What follows belongs to an exercise in optimizing a design on an open flow for small area, a short achievable clock period and few clock cycles; a production flow would make more cautious choices. RTL that was checked went through simulation tests only; none was proved equivalent to the original. No functional check of the RTL was part of run 4.

## flow/config.mk

```make
export PLATFORM = sky130hd
export DESIGN_NAME = least_squares_slope_core
export DESIGN_NICKNAME = least_squares_slope_core
export VERILOG_FILES = /design/flow/design.v
export SDC_FILE = /design/flow/constraint.sdc
export NUM_CORES = 4
export LEC_CHECK = 0
export CAP_MARGIN = 20
export CORE_MARGIN = 2
export CORE_UTILIZATION = 65
export PLACE_DENSITY = 0.8
export SLEW_MARGIN = 20
```

## flow/constraint.sdc

```tcl
create_clock -name core_clock -period 11.0 [get_ports {clk}]
set_input_delay 2.2000 -clock core_clock [delete_from_list [all_inputs] [get_ports {clk}]]
set_output_delay 2.2000 -clock core_clock [all_outputs]
set_load 0.01 [all_outputs]
```

## flow/design.v

```verilog
package lss_pkg;
    localparam int MAX_POINTS  = 1024;
    localparam int SAMPLE_BITS = 16;
    localparam int CNT_W       = $clog2(MAX_POINTS + 1);
    localparam int OUT_W       = 32;
    localparam int SX_W  = 26;    
    localparam int SXY_W = 42;    
    localparam int SXX_W = 41;    
    localparam int NUM_W = 51;    
    localparam int DEN_W = 50;    
endpackage
module lss_ctrl (
    input  logic close1,
    input  logic closep,
    input  logic cap_soon,
    output logic busy
);
    logic many;
    logic one;
    assign many = close1 & closep;
    assign one  = close1 | closep;
    assign busy = many | (one & ~cap_soon);
endmodule
module lss_add #(
    parameter int W = 8
) (
    input  logic [W-1:0] a,
    input  logic [W-1:0] b,
    input  logic         ci,
    output logic [W-1:0] s,
    output logic         co
);
    always_comb
    begin
        logic [W-1:0] g;
        logic [W-1:0] p;
        logic [W-1:0] gg;
        logic [W-1:0] pp;
        g  = a & b;
        p  = a ^ b;
        gg = g;
        pp = p;
        gg[0] = g[0] | (p[0] & ci);
        for (int l = 0; (1 << l) < W; l++)
        begin
            for (int i = 0; i < W; i++)
            begin
                if (((i >> l) & 1) == 1)
                begin
                    gg[i] = gg[i] | (pp[i] & gg[((i >> l) << l) - 1]);
                    pp[i] = pp[i] & pp[((i >> l) << l) - 1];
                end
            end
        end
        s  = p ^ {gg[W-2:0], ci};
        co = gg[W-1];
    end
endmodule
module lss_booth (
    input  logic [2:0] b,
    output logic       one,
    output logic       two,
    output logic       neg
);
    assign one = b[1] ^ b[0];
    assign two = (b[2] & ~b[1] & ~b[0]) | (~b[2] & b[1] & b[0]);
    assign neg = b[2] & ~(b[1] & b[0]);
endmodule
module lss_xy_acc (
    input  logic [7:0]         d_one,    
    input  logic [7:0]         d_two,    
    input  logic [7:0]         d_neg,    
    input  logic signed [15:0] y,
    input  logic [41:0]        s_in,
    input  logic [41:0]        c_in,
    output logic [41:0]        s_out,
    output logic [41:0]        c_out
);
    localparam logic [41:0] SIGNC = 42'h3FF_5556_0000;
    logic [41:0] r [0:8];
    logic [17:0] y1;
    logic [17:0] y2;
    assign y1 = 18'($signed(y));
    assign y2 = {y1[16:0], 1'b0};
    always_comb
    begin
        logic [17:0] row;
        r[8] = SIGNC;
        for (int j = 0; j < 8; j++)
        begin
            row = ((d_one[j] ? y1 : 18'd0) | (d_two[j] ? y2 : 18'd0)) ^ {18{d_neg[j]}};
            r[j] = 42'({~row[17], row[16:0]}) << (2 * j);
            r[8][2*j] = d_neg[j];
        end
    end
    lss_csa11 #(.W(42)) u_t (
        .r0(r[0]), .r1(r[1]), .r2(r[2]), .r3(r[3]), .r4(r[4]), .r5(r[5]),
        .r6(r[6]), .r7(r[7]), .r8(r[8]), .a0(s_in), .a1(c_in),
        .s(s_out), .c(c_out)
    );
endmodule
module lss_xx_acc (
    input  logic               sg,       
    input  logic [14:0]        w,        
    input  logic [40:0]        s_in,
    input  logic [40:0]        c_in,
    output logic [40:0]        s_out,
    output logic [40:0]        c_out
);
    logic [40:0] r [0:8];
    always_comb
    begin
        for (int k = 0; k < 9; k++) r[k] = '0;
        r[7] = 41'(sg ? {w, 1'b1} : 16'd0);
        for (int i = 0; i < 15; i++)
        begin
            r[8][2*i] = w[i];
            for (int j = i + 1; j < 15; j++)
            begin
                r[i % 7][i+j+1] = w[i] & w[j];
            end
        end
    end
    lss_csa11 #(.W(41)) u_t (
        .r0(r[0]), .r1(r[1]), .r2(r[2]), .r3(r[3]), .r4(r[4]), .r5(r[5]),
        .r6(r[6]), .r7(r[7]), .r8(r[8]), .a0(s_in), .a1(c_in),
        .s(s_out), .c(c_out)
    );
endmodule
module lss_csa11 #(
    parameter int W = 8
) (
    input  logic [W-1:0] r0, r1, r2, r3, r4, r5, r6, r7, r8,
    input  logic [W-1:0] a0, a1,
    output logic [W-1:0] s,
    output logic [W-1:0] c
);
    function automatic logic [2*W-1:0] csa(input logic [W-1:0] x, input logic [W-1:0] y,
                                           input logic [W-1:0] z);
        logic [W-1:0] sum;
        logic [W-1:0] cy;
        sum = x ^ y ^ z;
        cy  = (x & y) | (x & z) | (y & z);
        csa = {sum, cy[W-2:0], 1'b0};
    endfunction
    logic [W-1:0] u0, u1, u2, u3, u4, u5;
    logic [W-1:0] v0, v1, v2, v3;
    logic [W-1:0] w0, w1, w2, w3;
    logic [W-1:0] z0, z1;
    assign {u0, u1} = csa(r0, r1, r2);
    assign {u2, u3} = csa(r3, r4, r5);
    assign {u4, u5} = csa(r6, r7, r8);
    assign {v0, v1} = csa(u0, u1, u2);
    assign {v2, v3} = csa(u3, u4, u5);
    assign {w0, w1} = csa(v0, v1, v2);
    assign {w2, w3} = csa(v3, a0, a1);
    assign {z0, z1} = csa(w0, w1, w2);
    assign {s, c}   = csa(z0, z1, w3);
endmodule
module least_squares_slope_core (
    input  logic                                   clk,
    input  logic                                   rst_n,
    input  logic                                   start,
    output logic                                   busy,
    input  logic signed [lss_pkg::SAMPLE_BITS-1:0] x_value,
    input  logic signed [lss_pkg::SAMPLE_BITS-1:0] y_value,
    input  logic                                   last_pair,
    output logic                                   done,
    output logic signed [lss_pkg::OUT_W-1:0]       slope,
    output logic                                   no_spread,
    output logic                                   saturated,
    output logic                                   overflowed,
    output logic [lss_pkg::CNT_W-1:0]              pair_count
);
    localparam int SXW  = lss_pkg::SX_W;
    localparam int SXYW = lss_pkg::SXY_W;
    localparam int SXXW = lss_pkg::SXX_W;
    localparam int NW   = lss_pkg::NUM_W;
    localparam int DW   = lss_pkg::DEN_W;
    logic               v1;
    logic               l1;
    logic signed [15:0] y1;
    logic               s1;        
    logic [14:0]        w1;        
    logic [7:0]         b1_one;
    logic [7:0]         b1_two;
    logic [7:0]         b1_neg;
    logic               busy_r;
    logic               take;      
    logic [15:0]        xin;
    logic [16:0]        xb;
    logic [7:0]         bo, bt, bn;
    assign xin = x_value & {16{take}};
    assign xb  = {xin, 1'b0};
    for (genvar j = 0; j < 8; j++)
    begin : g_enc
        lss_booth u_e (.b(xb[2*j +: 3]), .one(bo[j]), .two(bt[j]), .neg(bn[j]));
    end
    always_ff @(posedge clk or negedge rst_n)
    begin
        if (!rst_n) v1 <= 1'b0;
        else        v1 <= start & ~busy_r;
    end
    always_ff @(posedge clk)
    begin
        l1     <= last_pair;
        y1     <= y_value;
        s1     <= xin[15];
        w1     <= xin[14:0] ^ {15{xin[15]}};
        b1_one <= bo;
        b1_two <= bt;
        b1_neg <= bn;
    end
    logic signed [15:0] x1;
    assign x1 = {s1, w1 ^ {15{s1}}};
    logic                   fresh;    
    logic                   pend;     
    logic [10:0]            cnt;
    logic signed [SXW-1:0]  sx;
    logic signed [SXW-1:0]  sy;
    logic [SXYW-1:0]        sxy_s;
    logic [SXYW-1:0]        sxy_c;
    logic [SXXW-1:0]        sxx_s;
    logic [SXXW-1:0]        sxx_c;
    logic                   drop;
    logic                   full;
    logic                   cap;      
    logic [SXYW-1:0]        sxy_s_nx, sxy_c_nx;
    logic [SXXW-1:0]        sxx_s_nx, sxx_c_nx;
    assign full = ~fresh & cnt[10];    
    logic fresh_n;
    logic cnt10_n;
    logic full_n;
    assign fresh_n = v1 ? l1 : fresh;
    assign cnt10_n = v1 ? (~fresh & (full | (cnt[9:0] == 10'h3FF))) : cnt[10];
    assign full_n  = ~fresh_n & cnt10_n;
    assign take    = start & ~busy_r & ~full_n;
    logic open_c;
    assign open_c = fresh & v1;
    lss_xy_acc u_xy (
        .d_one (b1_one),
        .d_two (b1_two),
        .d_neg (b1_neg),
        .y     (y1),
        .s_in  (sxy_s & {SXYW{~open_c}}),
        .c_in  (sxy_c & {SXYW{~open_c}}),
        .s_out (sxy_s_nx),
        .c_out (sxy_c_nx)
    );
    lss_xx_acc u_xx (
        .sg    (s1),
        .w     (w1),
        .s_in  (sxx_s & {SXXW{~open_c}}),
        .c_in  (sxx_c & {SXXW{~open_c}}),
        .s_out (sxx_s_nx),
        .c_out (sxx_c_nx)
    );
    always_ff @(posedge clk or negedge rst_n)
    begin
        if (!rst_n)
        begin
            fresh <= 1'b1;
            pend  <= 1'b0;
        end
        else
        begin
            if (v1) fresh <= l1;
            if (v1 & l1)  pend <= 1'b1;
            else if (cap) pend <= 1'b0;
        end
    end
    always_ff @(posedge clk)
    begin
        if (v1)
        begin
            if (!full)
            begin
                cnt   <= (fresh ? 11'd0 : cnt) + 11'd1;
                sx    <= (fresh ? '0 : sx) + SXW'(x1);
                sy    <= (fresh ? '0 : sy) + SXW'(y1);
            end
            drop <= ~fresh & (drop | full);
        end
        sxy_s <= sxy_s_nx;
        sxy_c <= sxy_c_nx;
        sxx_s <= sxx_s_nx;
        sxx_c <= sxx_c_nx;
    end
    logic                   m_full;
    logic [3:0]             m_step;
    logic [10:0]            m_n;
    logic                   m_drop;
    logic signed [SXW-1:0]  m_sx;
    logic signed [SXW-1:0]  m_sy;
    logic signed [SXYW-1:0] m_sxy;
    logic [SXXW-1:0]        m_sxx;
    logic [NW-1:0]          acc_num;
    logic [DW-1:0]          acc_den;
    logic                   m_run;
    logic                   m_ready;
    logic                   hand;
    logic                   s_one, s_two;
    logic                   n_one, n_two;
    logic                   neg_a;    
    logic                   neg_b;    
    logic                   first;    
    assign m_run   = m_full & (m_step != 4'd13);
    assign m_ready = m_full & (m_step == 4'd13);
    assign cap     = pend & (~m_full | hand);
    logic [3:0]  step_nx;
    logic [3:0]  k_run;
    logic [26:0] sxe;
    logic [12:0] ne;
    logic [2:0]  sdig_nx;
    logic [2:0]  ndig_nx;
    logic        s_one_nx, s_two_nx, s_neg_nx;
    logic        n_one_nx, n_two_nx, n_neg_nx;
    logic [3:0]  k0;
    logic [26:0] sxc;
    logic [12:0] nc;
    logic [12:0] nz;    
    assign sxc = {sx, 1'b0};
    assign nc  = {1'b0, cnt, 1'b0};
    always_comb
    begin
        for (int k = 0; k < 13; k++)
        begin
            nz[k] = (sxc[2*k+2] != sxc[2*k+1]) | (sxc[2*k+1] != sxc[2*k]);
            if (k <= 5) nz[k] = nz[k] | (nc[2*k+2] | nc[2*k+1] | nc[2*k]);
        end
        k0 = 4'd0;
        for (int k = 1; k < 13; k++)
        begin
            if (nz[k]) k0 = 4'(k);
        end
    end
    assign step_nx = cap ? 4'd12 - k0 : m_step + 4'd1;
    assign k_run   = 4'd11 - m_step;
    assign sxe     = {m_sx, 1'b0};
    assign ne      = {1'b0, m_n, 1'b0};
    assign sdig_nx = cap ? sxc[2*k0 +: 3]
                         : ((k_run > 4'd12) ? 3'b000 : sxe[2*k_run +: 3]);
    assign ndig_nx = cap ? ((k0 > 4'd5) ? 3'b000 : nc[2*k0 +: 3])
                         : ((k_run > 4'd5) ? 3'b000 : ne[2*k_run +: 3]);
    lss_booth u_bs (.b(sdig_nx), .one(s_one_nx), .two(s_two_nx), .neg(s_neg_nx));
    lss_booth u_bn (.b(ndig_nx), .one(n_one_nx), .two(n_two_nx), .neg(n_neg_nx));
    logic [SXYW-1:0] sxy_sum;
    logic [SXXW-1:0] sxx_sum;
    assign sxy_sum = sxy_s + sxy_c;
    assign sxx_sum = sxx_s + sxx_c;
    always_ff @(posedge clk or negedge rst_n)
    begin
        if (!rst_n)
        begin
            m_full <= 1'b0;
        end
        else
        begin
            if (cap)       m_full <= 1'b1;
            else if (hand) m_full <= 1'b0;
        end
    end
    always_ff @(posedge clk)
    begin
        if (cap)
        begin
            m_n    <= cnt;
            m_drop <= drop;
            m_sx   <= sx;
            m_sy   <= sy;
            m_sxy  <= sxy_sum;
            m_sxx  <= sxx_sum;
        end
        if (cap | m_run)
        begin
            m_step <= step_nx;
            s_one  <= s_one_nx;
            s_two  <= s_two_nx;
            n_one  <= n_one_nx;
            n_two  <= n_two_nx;
            neg_a  <= n_neg_nx;
            neg_b  <= (s_one_nx | s_two_nx) & ~s_neg_nx;    
            first  <= cap;
        end
    end
    logic [NW-1:0] base_num, a_num, b_num, cs_num, cc_num, num_nx;
    logic [DW-1:0] base_den, a_den, b_den, cs_den, cc_den, den_nx;
    logic          unused_num, unused_den;
    always_comb
    begin
        logic [NW-1:0] sxy_e;
        logic [NW-1:0] sy_e;
        logic [DW-1:0] sxx_e;
        logic [DW-1:0] sx_e;
        sxy_e = NW'(m_sxy);
        sy_e  = NW'(m_sy);
        sxx_e = DW'(m_sxx);
        sx_e  = DW'(m_sx);
        a_num = ((n_one ? sxy_e : '0) | (n_two ? (sxy_e << 1) : '0)) ^ {NW{neg_a}};
        b_num = ((s_one ? sy_e  : '0) | (s_two ? (sy_e  << 1) : '0)) ^ {NW{neg_b}};
        a_den = ((n_one ? sxx_e : '0) | (n_two ? (sxx_e << 1) : '0)) ^ {DW{neg_a}};
        b_den = ((s_one ? sx_e  : '0) | (s_two ? (sx_e  << 1) : '0)) ^ {DW{neg_b}};
        base_num = {acc_num[NW-3:0] & {(NW-2){~first}}, neg_a & neg_b, neg_a ^ neg_b};
        base_den = {acc_den[DW-3:0] & {(DW-2){~first}}, neg_a & neg_b, neg_a ^ neg_b};
        cs_num = base_num ^ a_num ^ b_num;
        cc_num = {((base_num & a_num) | (base_num & b_num) | (a_num & b_num)), 1'b0};
        cs_den = base_den ^ a_den ^ b_den;
        cc_den = {((base_den & a_den) | (base_den & b_den) | (a_den & b_den)), 1'b0};
    end
    lss_add #(.W(NW)) u_anum (.a(cs_num), .b(cc_num), .ci(1'b0), .s(num_nx), .co(unused_num));
    lss_add #(.W(DW)) u_aden (.a(cs_den), .b(cc_den), .ci(1'b0), .s(den_nx), .co(unused_den));
    always_ff @(posedge clk)
    begin
        if (m_run)
        begin
            acc_num <= num_nx;
            acc_den <= den_nx;
        end
    end
    localparam logic [1:0] D_IDLE = 2'd0;
    localparam logic [1:0] D_STEP = 2'd1;
    localparam logic [1:0] D_FIN  = 2'd2;
    localparam logic [1:0] D_SHOW = 2'd3;
    logic [1:0]    d_state;
    logic [3:0]    d_cnt;
    logic [DW-1:0] d_rem;
    logic [DW-1:0] d_den;
    logic [31:0]   d_ql;       
    logic          d_neg;
    logic          d_flat;
    logic          d_big;
    logic          d_sat;
    logic [10:0]   d_n;
    logic          d_drop;
    logic          d_loadable;
    assign d_loadable = (d_state == D_IDLE) | (d_state == D_SHOW);
    assign hand       = m_ready & d_loadable;
    logic          num_neg;
    logic [NW-1:0] num_mag;
    assign num_neg = acc_num[NW-1];
    assign num_mag = (acc_num ^ {NW{num_neg}}) + NW'(num_neg);
    logic [DW+2:0] r4;
    logic [DW+2:0] t1, t2, t3;
    logic [DW-1:0] rem_nx;
    logic [1:0]    qd;
    logic          big_c;
    logic          co1, co2, co3;
    assign r4 = {1'b0, d_rem, d_ql[31:30]};
    assign big_c = d_rem >= d_den;
    lss_add #(.W(DW+3)) u_t1 (.a(r4), .b(~{3'b0, d_den}), .ci(1'b1), .s(t1), .co(co1));
    lss_add #(.W(DW+3)) u_t2 (.a(r4), .b(~{2'b0, d_den, 1'b0}), .ci(1'b1), .s(t2), .co(co2));
    logic [DW+2:0] c3a, c3b, c3s, c3c;
    assign c3a = ~{3'b0, d_den};
    assign c3b = ~{2'b0, d_den, 1'b0};
    assign c3s = r4 ^ c3a ^ c3b;
    assign c3c = {(r4[DW+1:0] & c3a[DW+1:0]) | (r4[DW+1:0] & c3b[DW+1:0]) | (c3a[DW+1:0] & c3b[DW+1:0]), 1'b1};
    lss_add #(.W(DW+3)) u_t3 (.a(c3s), .b(c3c), .ci(1'b1), .s(t3), .co(co3));
    always_comb
    begin
        if (!t3[DW+2])
        begin
            qd     = 2'd3;
            rem_nx = t3[DW-1:0];
        end
        else if (!t2[DW+2])
        begin
            qd     = 2'd2;
            rem_nx = t2[DW-1:0];
        end
        else if (!t1[DW+2])
        begin
            qd     = 2'd1;
            rem_nx = t1[DW-1:0];
        end
        else
        begin
            qd     = 2'd0;
            rem_nx = r4[DW-1:0];
        end
    end
    logic d_fin_c;    
    assign d_fin_c = (d_cnt == 4'd15) || ((d_cnt == 4'd0) && (d_flat | big_c));
    logic        sat_c;
    logic [31:0] slope_c;
    logic [31:0] q_neg;
    logic        co_q;
    lss_add #(.W(32)) u_qn (.a(~d_ql), .b(32'd0), .ci(1'b1), .s(q_neg), .co(co_q));
    always_comb
    begin
        sat_c = ~d_flat & (d_big | (d_ql[31] & (~d_neg | (|d_ql[30:0]))));
        if (d_flat)
            slope_c = 32'd0;
        else if (sat_c)
            slope_c = d_neg ? 32'h8000_0000 : 32'h7FFF_FFFF;
        else if (d_neg)
            slope_c = q_neg;
        else
            slope_c = d_ql;
    end
    always_ff @(posedge clk or negedge rst_n)
    begin
        if (!rst_n)
        begin
            d_state <= D_IDLE;
        end
        else
        begin
            case (d_state)
                D_IDLE:  if (hand) d_state <= D_STEP;
                D_STEP:  if (d_fin_c) d_state <= D_FIN;
                D_FIN:   d_state <= D_SHOW;
                default: d_state <= hand ? D_STEP : D_IDLE;
            endcase
        end
    end
    always_ff @(posedge clk)
    begin
        if (hand)
        begin
            d_cnt  <= 4'd0;
            d_neg  <= num_neg;
            d_rem  <= DW'(num_mag[NW-1:16]);
            d_ql   <= {num_mag[15:0], 16'd0};
            d_den  <= acc_den;
            d_flat <= (acc_den == '0);
            d_n    <= m_n;
            d_drop <= m_drop;
        end
        else if (d_state == D_STEP)
        begin
            d_cnt <= d_cnt + 4'd1;
            d_rem <= rem_nx;
            d_ql  <= {d_ql[29:0], qd};
            if (d_cnt == 4'd0) d_big <= big_c;
        end
        else if (d_state == D_FIN)
        begin
            d_ql  <= slope_c;
            d_sat <= sat_c;
        end
    end
    assign done       = (d_state == D_SHOW);
    assign slope      = d_ql;
    assign no_spread  = d_flat;
    assign saturated  = d_sat;
    assign overflowed = d_drop;
    assign pair_count = d_n;
    logic       pend_n;
    logic       close1_n;
    logic       m_full_n;
    logic [3:0] m_step_n;
    logic       d_step_n;
    logic       cap_soon_n;
    logic       busy_n;
    assign pend_n     = (v1 & l1) | (pend & ~cap);
    assign close1_n   = start & ~busy_r & last_pair;
    assign m_full_n   = cap | (m_full & ~hand);
    assign m_step_n   = (cap | m_run) ? step_nx : m_step;
    assign d_step_n   = (d_state == D_STEP) ? ~d_fin_c : hand;
    assign cap_soon_n = ~m_full_n | ((m_step_n >= 4'd12) & ~d_step_n);
    lss_ctrl u_ctrl (
        .close1   (close1_n),
        .closep   (pend_n),
        .cap_soon (cap_soon_n),
        .busy     (busy_n)
    );
    always_ff @(posedge clk or negedge rst_n)
    begin
        if (!rst_n) busy_r <= 1'b0;
        else        busy_r <= busy_n;
    end
    assign busy = busy_r;
endmodule
```

## flow/flow/run.sh

```bash
#!/bin/bash
# standard layout, with timing repair aiming further below the clock period
set -euo pipefail
export SETUP_SLACK_MARGIN=6.5
bash standard.sh > flow.log 2>&1
```

## flow/standard.sh

```bash
#!/bin/bash
# synth_recipe.tcl (not shown) runs the flow's synth.tcl, then flattens the netlist and writes it again
# the make line also repeats each setting of config.mk as NAME=value (left out here)
make -C /OpenROAD-flow-scripts/flow DESIGN_CONFIG=/design/flow/config.mk WORK_HOME=/design/flow/orfs CLKGATE_MAP_FILE= SYNTH_SCRIPT=/design/flow/synth_recipe.tcl "${@:-finish}"
```

==> results.cfg, run 1 <==
[outcome]
run_status = finished clean

[cts]
numCtsBuffers = 81
clockBufferDepth = 3
worst_skew_pair.late_latency_ns = 0.68
clk_transition_reported_paths_ns = 0.06
cts_tree = done
clk_root_buffer_cell = clkbuf_16
clock_tree.htree_level_count = 3
clock_sinks = 700

[finish]
layout.filler_cells = 6882
num-nets-final = 7440
most-common-layout-cells = ha_1 (602), inv_1 (528), xnor2_1 (506)
fin_util = 0.7155
drive_gt1_frac = 0.06655
syn_to_final_growth_pct = 9.673
commonest_non_fill_non_tap_cell_in_the_layout = ha_1
instances_no_fill = 7664

[grt]
first_pass_grt_wire_length_um = 255700
grt_max_degree = 97
first_global_vias = 47950
global_route_usage_over_all_layers = 0.3235
global_route.overflow_total = 0
antenna_found_initial = 7

[route]
route.detailed.wl_per_inst_um = 21.07
vias_per_cell = 6.280
postRouteWirelength_um = 161500
detail_route.first_pass.iterations = 8
route.vias.total = 48130
detail_route.drc_violations = 0
final_antenna_net_count = 0
drt_iter0_markers = 4405

[timing]
fin_skew_ns = 0.04783
max_clock_freq_mhz = 216.7
worst-slew-pin-transition_ns = 1.187
setup_violations = 0
hold-worst-slack_ns = 0.4112
setup_ws_final_ns = 6.386
slew_viol_final = 0
final_period_minus_worst_setup_slack_ns = 4.614
fin_setup_tns_ns = 0
timing_hold_violations_final = 0
maxSlewHeadroom = 0.2079
unrepaired_setup_endpoints_after_global_routing = true
fraction_of_the_cycle_the_final_worst_path_needs = 0.4195

[logic_synthesis]
mappedNetlistNets = 7432
yosysWarningCount = 13
synth.lib_cells_used.distinct = 102
post_synth_main_area_contributors = edfxtp_1 (21%), fa_1 (15%), ha_1 (12%)
synth_top_cell_by_area = edfxtp_1
synth_cells = 6311
synth_edf_count = 437
syn_area_mm2 = 0.06281
ys_dominant_reg_cell = edfxtp_1
synth_seq_cells = 700
synth_largest_type_area_fraction = 0.2089
synth.avg_cell_area_um2 = 9.953
seq_area_frac_synth = 0.2933
asyncSetResetFlopFracSynth = 0.01000

[worst_setup_path]
critPathKind = reg2reg
arrival_time_at_the_worst_endpoint_ns = 5.12
worst-endpoint-required_ns = 11.50
timing.critical_path.fanout_max = 11
critical_path.startpoint_type = flip-flop
setup.worst_path.end_class = flip-flop

[placement]
hpwlAfterDp_um = 117500
port_buffers = 83
dp_slack_ns = 4.838
dp_cells = 7456
routabilityCongestion = 0.9544

[run]
max_cap_viol_count = 0

[floorplan]
row_count = 114
die_area_mm2 = 0.09914
floorplan.initialDensity = 0.6524
i_o_pin_cnt = 84
fp.dieW_um = 314.9
floorplan.die.height_um = 314.9
floorplan.core_area_mm2 = 0.09628

[worst_hold_path]
holdCritPathClass = reg2reg
[cell usage after synthesis, drive strengths merged, types with 52 or more instances]
library cell and count:
a21o 146, a21oi 327, a22oi 277, a31oi 52
and2 242, clkbuf 218, dfxtp 256, edfxtp 437
fa 467, ha 618, inv 542, nand2 328
nand2b 63, nand3 116, nor2 315, nor2b 177
nor3 102, o211ai 72, o21a 63, o21ai 219
xnor2 511, xor2 161
[critical path, cell delays in order, from the launching register on]
cell and delay, ns:
edfxtp_1 0.49, buf_6 0.21, a22oi_1 0.24, xnor2_1 0.19, fa_1 0.45, ha_1 0.35, and3_1 0.22, and3_1 0.20
a41oi_2 0.21, nand3_2 0.14, o2111ai_2 0.23, o211ai_1 0.17, buf_4 0.18, a211oi_4 0.26, o21bai_1 0.13, a21o_1 0.24
a2111o_1 0.43, nand3_1 0.09
[layer usage]
metal	track usage	vias to the layer above	wire (um)
met4	0.1160	2	5149
met3	0.04966	375	13880
li1	-	22180	-
met5	0	-	13
met2	0.5179	2131	74940
met1	0.4486	23440	67540
[state kept, by name, indices dropped and copies added (netlist names), 40 cells and up]
signal and cells:
m_sxx 41, sxy_s 42, sxy_c 40, d_den 50
acc_den 50, acc_num 51, m_sxy 42, sxx_s 41
d_rem 50
[final timing paths]
| path | startpoint | end | slack (ns) | cells past startpoint |
|---|---|---|---|---|
| worst max-delay path | n_one | acc_den[28] | 6.39 | 17 |
| worst min-delay path | sxx_s[1] | m_sxx[1] | 0.41 | 0 |
| worst max register to register | n_one | acc_den[28] | 6.39 | 17 |
| worst min register to register | sxx_s[1] | m_sxx[1] | 0.41 | 0 |
| max in group asynchronous | rst_n | pend | 8.74 | 1 |
| min in group asynchronous | rst_n | v1 | 1.89 | 1 |
[final cells by class]
type | instances | area (um2) | share of cell area
Clock inverter | 56 | 659.4 | 0.009572
Timing Repair inverter | 1 | 8.758 | 0.0001271
Sequential cell | 700 | 18430 | 0.2675
Multi-Input combinational cell | 4806 | 42060 | 0.6106
Antenna cell | 2 | 5.005 | 0.00007265
Inverter | 544 | 2078 | 0.03017
Tap cell | 1276 | 1597 | 0.02318
Timing Repair Buffer | 185 | 1951 | 0.02832
Clock buffer | 94 | 2096 | 0.03042
[kinds of logic after synthesis]
group                      after synthesis  share of synthesized area
adders and majority gates             1085                     0.2719
buffers and inverters                  808                    0.04882
xor gates and xnor gates               673                    0.09408
DFF                                    700                     0.2933
muxes                                   70                    0.01353
and+or+nand+nor                       1564                     0.1291
AOI/OAI and AO/OA                     1410                     0.1491
other                                    1                 0.00005970
[metrics by stage]
step / instance area, um2
after floorplan: 62910
after global placement: 64730
after detailed placement: 64740
after CTS: 68230
after global routing: 68880
final: 68890
[what timing repair did]
action | CTS | global route
pin swaps | 11 | 22
cloned | 8 | 3
hold buffers | 0 | 0
buffers inserted | 24 | 21
hold endpoints to repair | 0 | 0
setup endpoints to repair | 218 | 110
gates resized for setup | 79 | 96
Testbench counts, summed over its fixed seeds: cycles 26,290.
==> run 2, diff against run 1 <==
--- a/flow/config.mk
+++ b/flow/config.mk
@@ -8,5 +8,5 @@
 export CAP_MARGIN = 20
 export CORE_MARGIN = 2
-export CORE_UTILIZATION = 65
-export PLACE_DENSITY = 0.8
+export CORE_UTILIZATION = 70
+export PLACE_DENSITY = 0.85
 export SLEW_MARGIN = 20
==> run 2 against run 1 <==
Compared with the run above: global-route usage up 3.7 points; critical path depth unchanged; utilization rose by 6.3 points; fmax is 1.3% lower; non-clock buffer count down 11; setup slack lost 0.061 ns; worst hold slack improved by 0.0049 ns; cell area increased by 0.23%; synthesized cell count unchanged; largest cell class unchanged.
==> results.cfg, run 2 <==
[logic_synthesis]
synth_largest_type_area_fraction = 0.2089
post_synth_and_or_nand_nor_area_fraction = 0.1291
combinational_family_with_the_most_area_after_synthesis = adder cells
synth_compound_area_frac = 0.1491
synth_cells = 6311
synth.mux.area_fraction = 0.01353
synthAdderAreaFrac = 0.2719
most_used_standard_cell_by_instance_count_after_synthesis = ha_1
synth_top_cell_by_area = edfxtp_1
synthTopCellsByCount = ha_1 (618), inv_1 (540), xnor2_1 (511), fa_1 (467), edfxtp_1 (437)
ys_dominant_reg_cell = edfxtp_1
synth_seq_cells = 700
synth.lib_cells_used.distinct = 102
mappedNetlistNets = 7432
post_synth_main_area_contributors = edfxtp_1 (21%), fa_1 (15%), ha_1 (12%)
yosys.area_share.xor_xnor = 0.09408
synth_edf_count = 437
asyncSetResetFlopFracSynth = 0.01000
yosysWarningCount = 13
synth.avg_cell_area_um2 = 9.953
syn_area_mm2 = 0.06281
seq_area_frac_synth = 0.2933

[worst_setup_path]
cp_top_family = compound AO/OA/AOI/OAI gates
timing.critical_path.cells = bufbuf_16 -> a22oi_2 -> xnor2_1 -> fa_1 -> ha_4 -> a21o_1 -> a21o_1 -> a21o_1 -> a21o_1 -> a21oi_2 -> o211ai_1 -> buf_4 -> a211oi_4 -> o21bai_1 -> a21o_1 -> a2111o_1 -> nand3_1
timing.critical_path.fanout_max = 27
library_cell_contributing_the_largest_single_delay_on_the_critical_path = fa_1
arrival_time_at_the_worst_endpoint_ns = 5.20
setup.worst_path.end_class = flip-flop
rr_worst_depth = 17
regToRegEndpoint = acc_den[28]
critical-path-top-cell-by-count = a21o_1
critical_path.n_buffers_inverters = 2
rr_startpoint = s_one
slowest_delay_ns = 0.62
critical_path.startpoint_type = flip-flop
regToRegSetupSlack_ns = 6.32
worst-endpoint-required_ns = 11.52
critPathKind = reg2reg

[run]
max_cap_viol_count = 0

[timing]
timing_hold_violations_final = 0
fraction_of_the_cycle_the_final_worst_path_needs = 0.4251
setup_ws_final_ns = 6.324
setup_violations = 0
worst-slew-pin-transition_ns = 1.428
final_period_minus_worst_setup_slack_ns = 4.676
slew_viol_final = 0
max_clock_freq_mhz = 213.9
maxSlewHeadroom = 0.04064
unrepaired_setup_endpoints_after_global_routing = true
fin_skew_ns = 0.03384
fin_setup_tns_ns = 0

[finish]
num-nets-final = 7430
syn_to_final_growth_pct = 9.928
layout.filler_cells = 5534
seqCellArea_mm2 = 0.01843
fin_util = 0.7789
drive_gt1_frac = 0.06994
commonest_non_fill_non_tap_cell_in_the_layout = ha_1
most-common-layout-cells = ha_1 (593), inv_1 (535), xnor2_1 (499)
top_register = acc_num
combined_area_of_the_multi_input_logic_cells_mm2 = 0.04241
largest_register_ff_count = 51

[placement]
port_buffers = 83
routabilityCongestion = 0.9707
hpwlAfterDp_um = 117400
dp_slack_ns = 5.445

[grt]
global_route_usage_over_all_layers = 0.3609
grt_max_degree = 104
first_pass_grt_wire_length_um = 262400
first_global_vias = 49410
global_route.overflow_total = 0
antenna_found_initial = 5

[floorplan]
floorplan.initialDensity = 0.7086
floorplan.die.height_um = 303.6
i_o_pin_cnt = 84
row_count = 109
fp.dieW_um = 303.6
die_area_mm2 = 0.09215
floorplan.core_area_mm2 = 0.08865

[worst_hold_path]
hold_path_end = m_sxx[0]
worstHoldPathCells = 0
min_from = sxx_s[0]
holdCritPathClass = reg2reg

[route]
route.vias.total = 49500
drt_iter0_markers = 5335
detail_route.first_pass.iterations = 8
final_antenna_net_count = 0
route.detailed.wl_per_inst_um = 22.54
vias_per_cell = 6.560
postRouteWirelength_um = 170100
detail_route.drc_violations = 0

[outcome]
run_status = finished clean

[cts]
worst_skew_pair.late_latency_ns = 0.67
clock_sinks = 700
clk_root_buffer_cell = clkbuf_16
numCtsBuffers = 81
clockBufferDepth = 3
clk_transition_reported_paths_ns = 0.06
clock_tree.htree_level_count = 3
cts_tree = done
## run 2: cell counts after synthesis
No cell type changed its count.
## run 2: area by class of cell
cell class / instances / area share
antenna: 4 / 0.0001450
clock buffer: 113 / 0.03334
clock inverter: 38 / 0.005762
inverter: 544 / 0.03008
multi-input combinational: 4807 / 0.6142
sequential: 700 / 0.2669
tap: 1165 / 0.02111
timing repair buffer: 174 / 0.02832
timing repair inverter: 1 / 0.0001268
## run 2: through the flow
stage / hold slack (ns) / cell area [um2] / std cells
final: 0.4161 / 69050 / 7546
after global routing: 0.4207 / 69040 / 7543
after CTS: 0.4213 / 68130 / 7522
after detailed placement: 0.4070 / 64540 / 7338
after global placement: 0.4048 / 64540 / 7338
after floorplan: 0.4000 / 62910 / 6311
## run 2: cell families (layout without fill, tap and decap cells)
| logic type | after synthesis | after routing |
|---|---|---|
| AO/OA/AOI/OAI | 1410 | 1413 |
| XOR/XNOR | 673 | 674 |
| adder cells (fa/ha/maj) | 1085 | 1085 |
| buffers and inverters | 808 | 870 |
| flip-flops | 700 | 700 |
| multiplexers | 70 | 70 |
| other | 1 | 5 |
| AND/OR/NAND/NOR | 1564 | 1564 |
## run 2: worst register-to-register path: cells and delay by family, from the launching register on
family / cells / cell delay (ns)
xor+xnor: 1 / 0.11
buf+inv: 2 / 0.57
simple gates: 1 / 0.07
compound gates: 11 / 2.44
flops: 1 / 0.49
fa+ha+maj: 2 / 0.86
## run 2: what timing repair did
action | 4_1_cts | 5_1_grt
setup buffers | 22 | 14
hold buffers | 0 | 0
setup endpoints to repair | 139 | 102
pin swaps | 27 | 46
gates cloned | 11 | 6
gates resized for setup | 95 | 129
## run 2: worst max-delay path by stage
stage	startpoint	to	slack [ns]	cells past startpoint
floorplan	neg_b	acc_num[50]	6.49	15
global placement	neg_a	acc_den[49]	5.67	16
detailed placement	neg_a	acc_den[49]	5.45	16
CTS	s_one	acc_num[50]	6.47	16
global route	s_one	acc_den[28]	6.23	17
finish	s_one	acc_den[28]	6.32	17
## run 2: routing by layer
layer / share of wire / GRT usage / wire [um]
met5: 0.00030 / 0 / 51
met4: 0.050 / 0.1438 / 8440
met3: 0.10 / 0.06989 / 17410
met2: 0.46 / 0.5892 / 78830
met1: 0.38 / 0.4763 / 65380
==> run 3, diff against run 2 <==
--- a/flow/config.mk
+++ b/flow/config.mk
@@ -8,5 +8,7 @@
 export CAP_MARGIN = 20
 export CORE_MARGIN = 2
-export CORE_UTILIZATION = 70
-export PLACE_DENSITY = 0.85
+export CORE_UTILIZATION = 65
+export CTS_BUF_LIST = sky130_fd_sc_hd__clkbuf_4 sky130_fd_sc_hd__clkbuf_8
+export CTS_CLUSTER_SIZE = 30
+export PLACE_DENSITY = 0.8
 export SLEW_MARGIN = 20
==> run 3 against run 2 <==
Compared with the run above: first-iteration DRC count down 17%; setup slack got worse by 0.033 ns; critical endpoint unchanged; sequential share of layout area hardly changed; cell area is essentially flat; clock skew grew 0.024 ns; register-to-register slack got worse by 0.03 ns; fmax decreased by 0.71%; area after synthesis did not move; wire length decreased by 4.4%; largest cell class unchanged; via count decreased by 2.7%.
==> results.cfg, run 3 <==
[cts]
clock_sinks = 700
clk_transition_reported_paths_ns = 0.07
clk_root_buffer_cell = clkbuf_8
worst_skew_pair.late_latency_ns = 0.82
clockBufferDepth = 3
numCtsBuffers = 120
holdBufCountCts = 0
cts_tree = done
clock_tree.htree_level_count = 3

[placement]
routabilityCongestion = 0.9544
port_buffers = 83
dp_slack_ns = 4.838
post_dp_cell_area_mm2 = 0.06474
hpwlAfterDp_um = 117500

[worst_setup_path]
timing.critical_path.fanout_max = 42
cp_num_cells = 17
critPathKind = reg2reg
regToRegEndpoint = acc_den[28]
critical_path.startpoint_type = flip-flop
rr_startpoint = n_two
worst-endpoint-required_ns = 11.63
cp_top_family = compound AO/OA/AOI/OAI gates
arrival_time_at_the_worst_endpoint_ns = 5.34
regToRegSetupSlack_ns = 6.29
timing.critical_path.cells = buf_12 -> a22oi_1 -> xnor2_1 -> fa_1 -> ha_1 -> a21o_1 -> a21o_1 -> nand3_1 -> nand3_2 -> o2111ai_2 -> o211ai_1 -> buf_4 -> a211oi_4 -> o21bai_1 -> a21o_1 -> a2111o_1 -> nand3_1
critical_path.n_buffers_inverters = 2
slowest_delay_ns = 0.56
library_cell_contributing_the_largest_single_delay_on_the_critical_path = fa_1
critical-path-top-cell-by-count = a21o_1
setup.worst_path.end_class = flip-flop
rr_worst_depth = 17

[logic_synthesis]
synth_largest_type_area_fraction = 0.2089
most_used_standard_cell_by_instance_count_after_synthesis = ha_1
seq_area_frac_synth = 0.2933
synthTopCellsByCount = ha_1 (618), inv_1 (540), xnor2_1 (511), fa_1 (467), edfxtp_1 (437)
synth_seq_cells = 700
asyncSetResetFlopFracSynth = 0.01000
ys_dominant_reg_cell = edfxtp_1
synth_cells = 6311
synth.avg_cell_area_um2 = 9.953
syn_area_mm2 = 0.06281
post_synth_main_area_contributors = edfxtp_1 (21%), fa_1 (15%), ha_1 (12%)
synth_top_cell_by_area = edfxtp_1
synth.lib_cells_used.distinct = 102
mappedNetlistNets = 7432
synth_edf_count = 437
yosysWarningCount = 13

[floorplan]
floorplan.core_area_mm2 = 0.09628
fp.dieW_um = 314.9
floorplan.die.height_um = 314.9
i_o_pin_cnt = 84
row_count = 114
die_area_mm2 = 0.09914
floorplan.initialDensity = 0.6524

[finish]
drive_gt1_frac = 0.08159
fin_util = 0.7165
num-nets-final = 7492
largest_register_ff_count = 51
top_register = acc_num
syn_to_final_growth_pct = 9.822
commonest_non_fill_non_tap_cell_in_the_layout = ha_1
postLayoutCellArea_mm2 = 0.06898
most-common-layout-cells = ha_1 (605), inv_1 (529), xnor2_1 (500)

[grt]
grt_max_degree = 97
first_pass_grt_wire_length_um = 254000
global_route.overflow_total = 0
global_route_usage_over_all_layers = 0.3212
first_global_vias = 47840
antenna_found_initial = 10

[timing]
fraction_of_the_cycle_the_final_worst_path_needs = 0.4281
unrepaired_setup_endpoints_after_global_routing = true
slew_viol_final = 0
setup_ws_final_ns = 6.291
fin_skew_ns = 0.05813
timing_hold_violations_final = 0
worst-slew-pin-transition_ns = 1.208
maxSlewHeadroom = 0.1938
setup_violations = 0
max_clock_freq_mhz = 212.4
final_period_minus_worst_setup_slack_ns = 4.709
fin_setup_tns_ns = 0

[worst_hold_path]
holdCritPathClass = reg2reg
hold_path_end = d_drop
min_from = m_drop
worstHoldPathCells = 0

[route]
route.vias.total = 48150
route.detailed.wl_per_inst_um = 20.98
final_antenna_net_count = 0
drt_iter0_markers = 4449
detail_route.drc_violations = 0
vias_per_cell = 6.213
detail_route.first_pass.iterations = 9
postRouteWirelength_um = 162600

[run]
max_cap_viol_count = 0

[outcome]
run_status = finished clean
==> run 3: cell counts after synthesis <==
Identical to the previous run, type by type.
==> run 3: layout make-up <==
cell class | count | area [um2]
Antenna cell | 3 | 7.507
Clock buffer | 175 | 2221
Clock inverter | 47 | 430.4
Fill cell | 6955 | 27300
Inverter | 544 | 2078
Multi-Input combinational cell | 4806 | 42150
Sequential cell | 700 | 18430
Tap cell | 1276 | 1597
Timing Repair Buffer | 198 | 2063
Timing Repair inverter | 1 | 8.758
==> run 3: metrics by stage <==
stage	hold slack [ns]	cells
2_1_floorplan	0.4000	6311
3_3_place_gp	0.4026	7456
3_5_place_dp	0.4110	7456
4_1_cts	0.4202	7708
5_1_grt	0.4453	7749
6_report	0.4153	7750
==> run 3: kinds of logic after synthesis <==
logic type / Yosys count / share of synthesized area
multiplexers: 70 / 0.01353
other: 1 / 0.00005970
AND/OR/NAND/NOR: 1564 / 0.1291
flip-flops: 700 / 0.2933
buffers and inverters: 808 / 0.04882
AO/OA/AOI/OAI: 1410 / 0.1491
XOR/XNOR: 673 / 0.09408
adder cells (fa/ha/maj): 1085 / 0.2719
==> run 3: per-layer routing <==
metal	global-route usage	wire [um]	vias to the layer above
met5	0	64	-
met4	0.1148	6232	8
met3	0.05420	14900	425
met2	0.5132	74110	2167
met1	0.4431	67290	23250
li1	-	-	22300
==> run 3: worst max-delay path by stage <==
stage	slack (ns)	endpoint	startpoint
after detailed placement	4.84	acc_num[50]	n_one
after global placement	4.95	acc_num[50]	n_one
after floorplan	6.49	acc_num[50]	neg_b
after global routing	6.17	acc_den[28]	n_two
after CTS	6.48	acc_num[50]	neg_a
final	6.29	acc_den[28]	n_two
==> run 3: what timing repair did <==
item / in CTS / in global routing
gates cloned: 6 / 7
pin swaps: 10 / 26
buffers inserted: 24 / 32
setup endpoints to repair: 218 / 96
gates resized for setup: 83 / 108
==> run 4, diff against run 3 <==
--- a/flow/design.v
+++ b/flow/design.v
@@ -158,4 +158,32 @@
     assign {s, c}   = csa(z0, z1, w3);
 endmodule
+module lss_add_ks #(
+    parameter int W = 8
+) (
+    input  logic [W-1:0] a,
+    input  logic [W-1:0] b,
+    input  logic         ci,
+    output logic [W-1:0] s
+);
+    always_comb
+    begin
+        logic [W-1:0] p;
+        logic [W-1:0] gg;
+        logic [W-1:0] pp;
+        p  = a ^ b;
+        gg = a & b;
+        pp = p;
+        gg[0] = gg[0] | (p[0] & ci);
+        for (int l = 0; (1 << l) < W; l++)
+        begin
+            for (int i = W - 1; i >= (1 << l); i--)
+            begin
+                gg[i] = gg[i] | (pp[i] & gg[i - (1 << l)]);
+                pp[i] = pp[i] & pp[i - (1 << l)];
+            end
+        end
+        s = p ^ {gg[W-2:0], ci};
+    end
+endmodule
 module least_squares_slope_core (
     input  logic                                   clk,
@@ -386,5 +414,4 @@
     logic [NW-1:0] base_num, a_num, b_num, cs_num, cc_num, num_nx;
     logic [DW-1:0] base_den, a_den, b_den, cs_den, cc_den, den_nx;
-    logic          unused_num, unused_den;
     always_comb
     begin
@@ -408,6 +435,6 @@
         cc_den = {((base_den & a_den) | (base_den & b_den) | (a_den & b_den)), 1'b0};
     end
-    lss_add #(.W(NW)) u_anum (.a(cs_num), .b(cc_num), .ci(1'b0), .s(num_nx), .co(unused_num));
-    lss_add #(.W(DW)) u_aden (.a(cs_den), .b(cc_den), .ci(1'b0), .s(den_nx), .co(unused_den));
+    lss_add_ks #(.W(NW)) u_anum (.a(cs_num), .b(cc_num), .ci(1'b0), .s(num_nx));
+    lss_add_ks #(.W(DW)) u_aden (.a(cs_den), .b(cc_den), .ci(1'b0), .s(den_nx));
     always_ff @(posedge clk)
     begin
--- a/flow/config.mk
+++ b/flow/config.mk
@@ -9,6 +9,4 @@
 export CORE_MARGIN = 2
 export CORE_UTILIZATION = 65
-export CTS_BUF_LIST = sky130_fd_sc_hd__clkbuf_4 sky130_fd_sc_hd__clkbuf_8
-export CTS_CLUSTER_SIZE = 30
 export PLACE_DENSITY = 0.8
 export SLEW_MARGIN = 20
==> run 4 against run 3 <==
Compared with the run above: clock skew is 0.014 ns lower; fmax decreased by 2.3%; setup slack lost 0.11 ns; critical path type unchanged; critical endpoint is now acc_num[42].
==> results.cfg, run 4 <==
[finish]
seqCellArea_mm2 = 0.01843
drive_gt1_frac = 0.09044
top_register = acc_num
instances_no_fill = 7878
commonest_non_fill_non_tap_cell_in_the_layout = ha_1
largest_register_ff_count = 51
combined_area_of_the_multi_input_logic_cells_mm2 = 0.04353
syn_to_final_growth_pct = 11.13
layout.filler_cells = 6672
most-common-layout-cells = ha_1 (592), inv_1 (546), xnor2_1 (511)
num-nets-final = 7646

[logic_synthesis]
synth.avg_cell_area_um2 = 9.847
synth_largest_type_area_fraction = 0.2053
synthTopCellsByCount = ha_1 (618), inv_1 (561), xnor2_1 (527), fa_1 (459), edfxtp_1 (436)
ys_dominant_reg_cell = edfxtp_1
yosysWarningCount = 13
synth.mux.area_fraction = 0.01122
syn_area_mm2 = 0.06378
yosys.area_share.xor_xnor = 0.09462
synth_cells = 6477
synthAdderAreaFrac = 0.2655
combinational_family_with_the_most_area_after_synthesis = adder cells
asyncSetResetFlopFracSynth = 0.01000
synth_seq_cells = 700
most_used_standard_cell_by_instance_count_after_synthesis = ha_1
synth_compound_area_frac = 0.1596
seq_area_frac_synth = 0.2887
synth.lib_cells_used.distinct = 110
post_synth_and_or_nand_nor_area_fraction = 0.1305
synth_top_cell_by_area = edfxtp_1
mappedNetlistNets = 7590
synth_edf_count = 436
post_synth_main_area_contributors = edfxtp_1 (21%), fa_1 (14%), ha_1 (12%)

[timing]
fin_skew_ns = 0.04459
hold-worst-slack_ns = 0.4347
worst-slew-pin-transition_ns = 1.223
maxSlewHeadroom = 0.1764
timing_hold_violations_final = 0
unrepaired_setup_endpoints_after_global_routing = true
setup_ws_final_ns = 6.182
setup_violations = 0
max_clock_freq_mhz = 207.5
final_period_minus_worst_setup_slack_ns = 4.818
slew_viol_final = 0
fraction_of_the_cycle_the_final_worst_path_needs = 0.4380
fin_setup_tns_ns = 0

[run]
max_cap_viol_count = 0

[route]
drt_iter0_markers = 4977
vias_per_cell = 6.319
postRouteWirelength_um = 167400
detail_route.drc_violations = 0
final_antenna_net_count = 0
route.detailed.wl_per_inst_um = 21.25
route.vias.total = 49780
detail_route.first_pass.iterations = 9

[placement]
dp_cells = 7611
hpwlAfterDp_um = 119000
routabilityCongestion = 0.9332
dp_slack_ns = 5.164
port_buffers = 83

[worst_setup_path]
critical_path.startpoint_type = flip-flop
arrival_time_at_the_worst_endpoint_ns = 5.23
rr_worst_depth = 19
critPathKind = reg2reg
timing.critical_path.fanout_max = 7
regToRegSetupSlack_ns = 6.18
worst-endpoint-required_ns = 11.41
setup.worst_path.end_class = flip-flop

[cts]
clk_root_buffer_cell = clkbuf_16
clockBufferDepth = 3
clock_sinks = 700
clock_tree.htree_level_count = 3
worst_skew_pair.late_latency_ns = 0.69
numCtsBuffers = 82
clk_transition_reported_paths_ns = 0.06
holdBufCountCts = 0
cts_tree = done

[floorplan]
die_area_mm2 = 0.1006
i_o_pin_cnt = 84
row_count = 114
floorplan.die.height_um = 317.2
floorplan.initialDensity = 0.6576
fp.dieW_um = 317.2
floorplan.core_area_mm2 = 0.09699

[grt]
global_route.overflow_total = 0
global_route_usage_over_all_layers = 0.3297
first_global_vias = 49130
grt_max_degree = 98
antenna_found_initial = 2
first_pass_grt_wire_length_um = 264600

[worst_hold_path]
holdCritPathClass = reg2reg
worstHoldPathCells = 0

[outcome]
run_status = finished clean
==> run 4: cell count changes after synthesis, sizes merged, moves of 17 or more <==
cell    previous run  this run
nand2            328       354
mux2i             50        31
a21oi            327       369
inv              542       565
nor3             102        84
o31ai             16        33
o211ai            72        50
o21ai            219       237
==> run 4: logic make-up after synthesis <==
kind of cell | count (synthesis)
simple gates | 1596
fa+ha+maj | 1078
buf+inv | 832
flops | 700
mux | 55
xor+xnor | 689
other cells | 1
compound gates | 1526
==> run 4: worst paths after layout <==
path,startpoint,to
min reg2reg,m_drop,d_drop
min in group asynchronous,rst_n,d_state[1]
max reg2reg,s_one,acc_num[42]
min,m_drop,d_drop
max in group asynchronous,rst_n,fresh
max,s_one,acc_num[42]
==> run 4: routing by layer <==
metal / vias up / wire length (um) / global-route usage
met4: 0 / 6329 / 0.1161
met3: 459 / 14200 / 0.04715
li1: 22900 / - / -
met5: - / 0 / 0
met1: 24070 / 69630 / 0.4565
met2: 2358 / 77230 / 0.5322
==> run 4: area by class of cell <==
class | instances | area share
Sequential cell | 700 | 0.2600
Multi-Input combinational cell | 4948 | 0.6142
Inverter | 567 | 0.03029
Clock inverter | 43 | 0.006232
Timing Repair Buffer | 233 | 0.03393
Tap cell | 1276 | 0.02253
Timing Repair inverter | 1 | 0.0001236
Antenna cell | 1 | 0.00003531
Clock buffer | 109 | 0.03261
==> run 4: what timing repair did <==
action                                 in CTS  in global routing
pin swaps                                  71                 58
gates cloned                               13                  0
resized for setup                         195                115
buffers inserted                           66                 35
setup endpoints to repair                 132                 96
endpoints found under the hold margin       0                  0
==> run 4: per-stage QoR <==
step	instance area, um2	util
CTS	70160	0.7234
finish	70870	0.7307
global placement	65620	0.6765
global route	70870	0.7307
detailed placement	65620	0.6765
floorplan	63940	-
==> run 4: worst max-delay path, cell delays in order (launching register included) <==
cell       delay (ns)
edfxtp_1         0.47
buf_4            0.18
buf_6            0.12
buf_16           0.14
a22oi_1          0.26
xnor2_1          0.14
fa_1             0.46
ha_2             0.37
a21oi_2          0.22
o21ai_1          0.12
a21oi_2          0.18
o211ai_1         0.15
a211oi_2         0.37
a311oi_2         0.19
o2111ai_2        0.31
a31oi_4          0.15
a21o_1           0.20
a311o_1          0.27
a21oi_2          0.14
xnor2_1          0.10

==> static timing again, ports no longer ideal <==
How much do the figures lean on ideal ports? The routed layouts below were timed once more, with nothing changed but the port constraints. Step 1 (the two cells are an assumption about what drives the block):
set clk [get_ports {clk}]
set_driving_cell -lib_cell sky130_fd_sc_hd__clkbuf_16 $clk
set_driving_cell -lib_cell sky130_fd_sc_hd__buf_2 [delete_from_list [all_inputs] $clk]
Step 2 also shifts input and output timing later by t, the mid clock arrival at the registers, as if the neighbouring blocks saw the same clock. a / b / c = ideal ports / drivers / drivers and shift; a / b = the first two.
| run | t, ns | setup WS [ns] | clock arrival spread, ns | worst slew at a driven data input, ns | pins driven straight from the clock port |
|---|---|---|---|---|---|
| run 1 | 0.732 | 6.386 / 6.386 / 6.386 | 0.052 / 0.052 | 0.06 | 1 |
| run 2 | 0.722 | 6.324 / 6.324 / 6.265 | 0.041 / 0.041 | 0.10 | 1 |
| run 3 | 0.857 | 6.291 / 6.291 / 6.291 | 0.058 / 0.058 | 0.07 | 1 |
| run 4 | 0.732 | 6.182 / 6.182 / 6.057 | 0.052 / 0.052 | 0.04 | 1 |
After both steps every run listed still meets setup and hold. For run 4, which loses most, drivers alone change the setup slack by 0.000 ns; drivers and shift together by -0.125 ns.
